Source: an optimization exercise on an open RTL-to-GDS flow (aim: small area, a short achievable clock period and few clock cycles per item). Production flows keep margins and buffers that such runs may drop. Function was checked by simulation only, so behaviour that the tests miss may differ from the original.

==> inputs of run P <==
==> flow/design.v <==
package acc_pkg;
  typedef union packed {
    logic [4*8-1:0]    word;
    logic [3:0][8-1:0] pix;   
  } pixel_word_t;
  typedef logic [1:0] slot_t;
  typedef logic [$clog2((16 / 4))-1:0] word_idx_t;
  typedef logic [2:0][5:0][8-1:0] window_t;
endpackage
`timescale 1ns/1ps
module acc_control (
  input  logic        clk,
  input  logic        reset,
  input  logic        start,
  output logic [15:0] addr,
  output logic        en,
  output logic        we,
  output logic        finish,
  output logic        sel_lo,
  output logic        sel_rep,
  output logic        dup,
  output logic        kfirst,
  output logic        klast
);
  logic       busy;
  logic       en_q, we_q, fin_q;
  logic [4:0] addr_q;
  logic [6:0] cnt;        
  logic [6:0] nxt;
  logic       kf_q, kl_q;
  assign addr   = {10'd0, we_q, addr_q};
  assign en     = en_q;
  assign we     = we_q;
  assign finish = fin_q;
  assign nxt    = cnt + 7'd1;
  assign sel_lo  = cnt[0];                       
  assign sel_rep = (cnt >= 7'd65);               
  assign dup     = (cnt >= 7'd1) && (cnt <= 7'd8);
  assign kfirst = kf_q;
  assign klast  = kl_q;
  always_ff @(posedge clk or posedge reset) begin
    if (reset) begin
      busy   <= 1'b0;
      en_q   <= 1'b0;
      we_q   <= 1'b0;
      fin_q  <= 1'b0;
      addr_q <= '0;
      cnt    <= '0;
      kf_q   <= 1'b0;
      kl_q   <= 1'b0;
    end else begin
      kf_q <= (nxt[2:0] == 3'd4);
      kl_q <= (nxt[2:0] == 3'd3);
      if (!busy) begin
        if (fin_q) begin
          if (!start) fin_q <= 1'b0;
        end else if (start) begin
          busy   <= 1'b1;
          en_q   <= 1'b1;
          we_q   <= 1'b0;
          addr_q <= '0;
          cnt    <= '0;
        end
      end else begin
        cnt <= nxt;
        if (cnt == 7'd77) begin
          busy  <= 1'b0;
          en_q  <= 1'b0;
          we_q  <= 1'b0;
          fin_q <= 1'b1;
        end else if (!nxt[0]) begin
          en_q   <= (nxt <= 7'd62);
          we_q   <= 1'b0;
          addr_q <= nxt[5:1];
        end else begin
          en_q   <= (nxt >= 7'd15);
          we_q   <= 1'b1;
          addr_q <= 5'(cnt[6:1] - 6'd7);
        end
      end
    end
  end
endmodule
`timescale 1ns/1ps
module line_buffer (
  input  logic        clk,
  input  logic        sel_lo,
  input  logic        sel_rep,
  input  logic        dup,
  input  logic [31:0] dataR,
  output logic [15:0] bot,
  output logic [15:0] mid,
  output logic [15:0] top
);
  logic [15:0] stage;
  logic [15:0] h [0:16];
  logic [15:0] din;
  always_comb begin
    if (sel_rep)     din = h[7];
    else if (sel_lo) din = dataR[15:0];
    else             din = stage;
  end
  always_ff @(posedge clk) begin
    stage <= dataR[31:16];
    h[0]  <= din;
    for (int i = 1; i < 17; i++) h[i] <= h[i-1];
    if (dup) h[8] <= din;
  end
  assign bot = h[0];
  assign mid = h[8];
  assign top = h[16];
endmodule
`timescale 1ns/1ps
module sobel_unit (
  input  logic        clk,
  input  logic        kfirst,   
  input  logic        klast,    
  input  logic [15:0] bot,
  input  logic [15:0] mid,
  input  logic [15:0] top,
  output logic [15:0] result
);
  logic [37:0] v_d, v1, v2;
  logic [18:0] v3;
  logic [2*10-1:0] ax_d, ay_d, ax_q, ay_q;   
  always_comb begin
    for (int j = 0; j < 2; j++) begin
      logic [9:0] vs;
      logic [8:0] vd;
      vs = {2'b00, top[8*j +: 8]} + {1'b0, mid[8*j +: 8], 1'b0} + {2'b00, bot[8*j +: 8]};
      vd = {1'b0, top[8*j +: 8]} - {1'b0, bot[8*j +: 8]};
      v_d[19*j +: 19] = {vd, vs};
    end
  end
  always_ff @(posedge clk) begin
    v1 <= v_d;          
    v2 <= v1;           
    v3 <= v2[37:19];    
  end
  always_comb begin
    logic [18:0]        col [0:3];
    logic signed [10:0] gx, gy;
    col[0] = kfirst ? v2[18:0] : v3;
    col[1] = v2[18:0];
    col[2] = v2[37:19];
    col[3] = klast ? v2[37:19] : v1[18:0];
    for (int c = 0; c < 2; c++) begin
      gx = $signed({1'b0, col[c + 2][9:0]}) - $signed({1'b0, col[c][9:0]});
      gy = 11'($signed(col[c][18:10])) + 11'($signed(col[c + 2][18:10]))
         + (11'($signed(col[c + 1][18:10])) <<< 1);
      ax_d[10*c +: 10] = {gx[10:8] != {3{gx[10]}}, gx[10], gx[7:0] ^ {8{gx[10]}}};
      ay_d[10*c +: 10] = {gy[10:8] != {3{gy[10]}}, gy[10], gy[7:0] ^ {8{gy[10]}}};
    end
  end
  always_ff @(posedge clk) begin
    ax_q <= ax_d;
    ay_q <= ay_d;
  end
  always_comb begin
    logic [9:0] sum;
    for (int c = 0; c < 2; c++) begin
      sum = {2'b00, ax_q[10*c +: 8]} + {2'b00, ay_q[10*c +: 8]}
          + {9'd0, ax_q[10*c + 8]} + {9'd0, ay_q[10*c + 8]};
      result[8*c +: 8] = (ax_q[10*c + 9] || ay_q[10*c + 9] || sum[9:8] != 2'b00)
                       ? 8'hFF : sum[7:0];
    end
  end
endmodule
`timescale 1ns/1ps
module acc_top (
  input  logic        clk,
  input  logic        reset,
  input  logic        start,
  output logic [15:0] addr,
  output logic        en,
  output logic        we,
  input  logic [31:0] dataR,
  output logic [31:0] dataW,
  output logic        finish
);
  logic        sel_lo;      
  logic        sel_rep;     
  logic        dup;         
  logic        kfirst;      
  logic        klast;       
  logic [15:0] bot, mid, top;   
  logic [15:0] result;
  acc_control u_control (
    .clk     (clk),
    .reset   (reset),
    .start   (start),
    .addr    (addr),
    .en      (en),
    .we      (we),
    .finish  (finish),
    .sel_lo  (sel_lo),
    .sel_rep (sel_rep),
    .dup     (dup),
    .kfirst  (kfirst),
    .klast   (klast)
  );
  line_buffer u_line_buffer (
    .clk     (clk),
    .sel_lo  (sel_lo),
    .sel_rep (sel_rep),
    .dup     (dup),
    .dataR   (dataR),
    .bot     (bot),
    .mid     (mid),
    .top     (top)
  );
  sobel_unit u_sobel (
    .clk    (clk),
    .kfirst (kfirst),
    .klast  (klast),
    .bot    (bot),
    .mid    (mid),
    .top    (top),
    .result (result)
  );
  logic [15:0] hold;
  always_ff @(posedge clk) begin
    hold  <= result;
    dataW <= {result, hold};
  end
endmodule
==> flow/run.sh <==
#!/bin/bash
# synth_recipe.tcl (not shown) runs the flow's synth.tcl, then flattens the netlist and writes it again
# the make line also repeats each setting of config.mk as NAME=value (left out here)
make -C /OpenROAD-flow-scripts/flow DESIGN_CONFIG=/design/flow/config.mk WORK_HOME=/design/flow/orfs CLKGATE_MAP_FILE= SYNTH_SCRIPT=/design/flow/synth_recipe.tcl finish
==> flow/config.mk <==
export PLATFORM = sky130hd
export DESIGN_NAME = acc_top
export DESIGN_NICKNAME = acc_top
export VERILOG_FILES = /design/flow/design.v
export SDC_FILE = /design/flow/constraint.sdc
export NUM_CORES = 4
export LEC_CHECK = 0
export CAP_MARGIN = 20
export CORE_MARGIN = 2
export CORE_UTILIZATION = 40
export CTS_BUF_LIST = sky130_fd_sc_hd__clkbuf_4
export CTS_CLUSTER_SIZE = 30
export SLEW_MARGIN = 20
==> flow/constraint.sdc <==
create_clock -name core_clock -period 12.5 [get_ports {clk}]
set_input_delay 2.5000 -clock core_clock [delete_from_list [all_inputs] [get_ports {clk}]]
set_output_delay 2.5000 -clock core_clock [all_outputs]
set_load 0.01 [all_outputs]
==> inputs of run B, as changes to run P <==
--- a/flow/design.v
+++ b/flow/design.v
@@ -20,6 +20,5 @@
   output logic        sel_rep,
   output logic        dup,
-  output logic        kfirst,
-  output logic        klast
+  output logic        first
 );
   logic       busy;
@@ -28,5 +27,5 @@
   logic [6:0] cnt;        
   logic [6:0] nxt;
-  logic       kf_q, kl_q;
+  logic       first_q;
   assign addr   = {10'd0, we_q, addr_q};
   assign en     = en_q;
@@ -37,6 +36,5 @@
   assign sel_rep = (cnt >= 7'd65);               
   assign dup     = (cnt >= 7'd1) && (cnt <= 7'd8);
-  assign kfirst = kf_q;
-  assign klast  = kl_q;
+  assign first = first_q;
   always_ff @(posedge clk or posedge reset) begin
     if (reset) begin
@@ -47,9 +45,7 @@
       addr_q <= '0;
       cnt    <= '0;
-      kf_q   <= 1'b0;
-      kl_q   <= 1'b0;
+      first_q <= 1'b0;
     end else begin
-      kf_q <= (nxt[2:0] == 3'd4);
-      kl_q <= (nxt[2:0] == 3'd3);
+      first_q <= (nxt[2:0] == 3'd2);
       if (!busy) begin
         if (fin_q) begin
@@ -114,6 +110,5 @@
 module sobel_unit (
   input  logic        clk,
-  input  logic        kfirst,   
-  input  logic        klast,    
+  input  logic        first,   
   input  logic [15:0] bot,
   input  logic [15:0] mid,
@@ -121,47 +116,60 @@
   output logic [15:0] result
 );
-  logic [37:0] v_d, v1, v2;
-  logic [18:0] v3;
-  logic [2*10-1:0] ax_d, ay_d, ax_q, ay_q;   
-  always_comb begin
-    for (int j = 0; j < 2; j++) begin
-      logic [9:0] vs;
-      logic [8:0] vd;
-      vs = {2'b00, top[8*j +: 8]} + {1'b0, mid[8*j +: 8], 1'b0} + {2'b00, bot[8*j +: 8]};
-      vd = {1'b0, top[8*j +: 8]} - {1'b0, bot[8*j +: 8]};
-      v_d[19*j +: 19] = {vd, vs};
-    end
+  logic [9:0] s_vs0, s_vs1;
+  logic [8:0] s_vd0, s_vd1;
+  logic [9:0] n_vs0, n_vs1;
+  logic [8:0] n_vd0, n_vd1;
+  logic       n_first;
+  logic [9:0] c_vs;
+  logic [8:0] c_vd;
+  logic [9:0] b_vs0, b_vs1;
+  logic [8:0] b_vd0, b_vd1;
+  logic [9:0] a_vs;
+  logic [8:0] a_vd;
+  logic [4*11-1:0] g_d, g_q;   
+  always_comb begin
+    s_vs0 = {2'b00, top[7:0]}  + {1'b0, mid[7:0], 1'b0}  + {2'b00, bot[7:0]};
+    s_vs1 = {2'b00, top[15:8]} + {1'b0, mid[15:8], 1'b0} + {2'b00, bot[15:8]};
+    s_vd0 = {1'b0, top[7:0]}  - {1'b0, bot[7:0]};
+    s_vd1 = {1'b0, top[15:8]} - {1'b0, bot[15:8]};
   end
   always_ff @(posedge clk) begin
-    v1 <= v_d;          
-    v2 <= v1;           
-    v3 <= v2[37:19];    
-  end
-  always_comb begin
-    logic [18:0]        col [0:3];
-    logic signed [10:0] gx, gy;
-    col[0] = kfirst ? v2[18:0] : v3;
-    col[1] = v2[18:0];
-    col[2] = v2[37:19];
-    col[3] = klast ? v2[37:19] : v1[18:0];
+    n_vs0   <= s_vs0;
+    n_vs1   <= s_vs1;
+    n_vd0   <= s_vd0;
+    n_vd1   <= s_vd1;
+    n_first <= first;
+    c_vs    <= first ? n_vs1 : s_vs0;
+    c_vd    <= first ? n_vd1 : s_vd0;
+    b_vs0   <= n_vs0;
+    b_vs1   <= n_vs1;
+    b_vd0   <= n_vd0;
+    b_vd1   <= n_vd1;
+    a_vs    <= n_first ? n_vs0 : b_vs1;
+    a_vd    <= n_first ? n_vd0 : b_vd1;
+  end
+  always_comb begin
+    g_d[0  +: 11] = $signed({1'b0, b_vs1}) - $signed({1'b0, a_vs});
+    g_d[11 +: 11] = 11'($signed(a_vd)) + 11'($signed(b_vd1)) + (11'($signed(b_vd0)) <<< 1);
+    g_d[22 +: 11] = $signed({1'b0, c_vs}) - $signed({1'b0, b_vs0});
+    g_d[33 +: 11] = 11'($signed(b_vd0)) + 11'($signed(c_vd)) + (11'($signed(b_vd1)) <<< 1);
+  end
+  always_ff @(posedge clk) g_q <= g_d;
+  always_comb begin
+    logic [10:0] gx, gy;
+    logic        sx, sy, hx, hy;
+    logic [7:0]  lx, ly;
+    logic [9:0]  sum;
     for (int c = 0; c < 2; c++) begin
-      gx = $signed({1'b0, col[c + 2][9:0]}) - $signed({1'b0, col[c][9:0]});
-      gy = 11'($signed(col[c][18:10])) + 11'($signed(col[c + 2][18:10]))
-         + (11'($signed(col[c + 1][18:10])) <<< 1);
-      ax_d[10*c +: 10] = {gx[10:8] != {3{gx[10]}}, gx[10], gx[7:0] ^ {8{gx[10]}}};
-      ay_d[10*c +: 10] = {gy[10:8] != {3{gy[10]}}, gy[10], gy[7:0] ^ {8{gy[10]}}};
-    end
-  end
-  always_ff @(posedge clk) begin
-    ax_q <= ax_d;
-    ay_q <= ay_d;
-  end
-  always_comb begin
-    logic [9:0] sum;
-    for (int c = 0; c < 2; c++) begin
-      sum = {2'b00, ax_q[10*c +: 8]} + {2'b00, ay_q[10*c +: 8]}
-          + {9'd0, ax_q[10*c + 8]} + {9'd0, ay_q[10*c + 8]};
-      result[8*c +: 8] = (ax_q[10*c + 9] || ay_q[10*c + 9] || sum[9:8] != 2'b00)
-                       ? 8'hFF : sum[7:0];
+      gx = g_q[22*c +: 11];
+      gy = g_q[22*c + 11 +: 11];
+      sx = gx[10];
+      sy = gy[10];
+      hx = (gx[10:8] != {3{sx}});
+      hy = (gy[10:8] != {3{sy}});
+      lx = gx[7:0] ^ {8{sx}};
+      ly = gy[7:0] ^ {8{sy}};
+      sum = {2'b00, lx} + {2'b00, ly} + {9'd0, sx} + {9'd0, sy};
+      result[8*c +: 8] = (hx || hy || sum[9:8] != 2'b00) ? 8'hFF : sum[7:0];
     end
   end
@@ -182,6 +190,5 @@
   logic        sel_rep;     
   logic        dup;         
-  logic        kfirst;      
-  logic        klast;       
+  logic        first;       
   logic [15:0] bot, mid, top;   
   logic [15:0] result;
@@ -197,6 +204,5 @@
     .sel_rep (sel_rep),
     .dup     (dup),
-    .kfirst  (kfirst),
-    .klast   (klast)
+    .first   (first)
   );
   line_buffer u_line_buffer (
@@ -212,6 +218,5 @@
   sobel_unit u_sobel (
     .clk    (clk),
-    .kfirst (kfirst),
-    .klast  (klast),
+    .first  (first),
     .bot    (bot),
     .mid    (mid),
==> flow/flow/run.sh (new file) <==
#!/bin/bash
# The standard layout, with plain buffers (not delay buffers) on the ports.
set -euo pipefail
bash standard.sh "BUFFER_PORTS_ARGS=-buffer_cell sky130_fd_sc_hd__buf_2" finish > standard_flow.log 2>&1
==> flow/standard.sh (new file) <==
#!/bin/bash
# synth_recipe.tcl (not shown) runs the flow's synth.tcl, then flattens the netlist and writes it again
# the make line also repeats each setting of config.mk as NAME=value (left out here)
make -C /OpenROAD-flow-scripts/flow DESIGN_CONFIG=/design/flow/config.mk WORK_HOME=/design/flow/orfs CLKGATE_MAP_FILE= SYNTH_SCRIPT=/design/flow/synth_recipe.tcl "${@:-finish}"
--- a/flow/config.mk
+++ b/flow/config.mk
@@ -9,5 +9,3 @@
 export CORE_MARGIN = 2
 export CORE_UTILIZATION = 40
-export CTS_BUF_LIST = sky130_fd_sc_hd__clkbuf_4
-export CTS_CLUSTER_SIZE = 30
 export SLEW_MARGIN = 20
removed: flow/run.sh
==> summary of the runs <==
Of run B and run P, run P has the higher clock skew (gap 18 ps). Between run B and run P, the lower core utilization is in run B (gap 0.25 points). In run P the synthesized area is lower than in run B, by 3.4%. Of run B and run P, run P has the higher count of clock-buffer cells in the layout (gap 99). Against run P, the flip-flop and latch count of run B is higher by 20.
Testbench counts of run P, summed over its fixed seeds: cycles 10,480, images 128.
Testbench counts of run B, summed over its fixed seeds: cycles 10,480, images 128.

port drivers added, routing unchanged:
The results above use ideal ports. As a check the final layouts listed here were re-extracted and re-timed, cells and wires unchanged. Step 1: set_driving_cell puts a clkbuf_16 on clk and a buf_2 on each other input, an assumption about the parent block. Step 2, shift: input delay + t, output delay - t, t = (earliest + latest rising clock arrival at the registers) / 2. This alone moves slack from input paths to output paths. Three values: ideal ports, drivers, drivers and shift; two values: the first two.
run | t (ns) | setup slack, ns | clock arrival spread, ns | worst data-port slew with drivers (ns) | cell pins on the clock port's net
run P | 0.804 | 8.291 / 8.242 / 8.461 | 0.058 / 0.058 | 0.04 | 1
run B | 0.627 | 8.861 / 8.809 / 8.833 | 0.037 / 0.038 | 0.03 | 1
After both steps every run listed still meets setup and hold. The setup slack of run B, which loses most, moves by -0.052 ns with the drivers and by -0.028 ns with both steps.
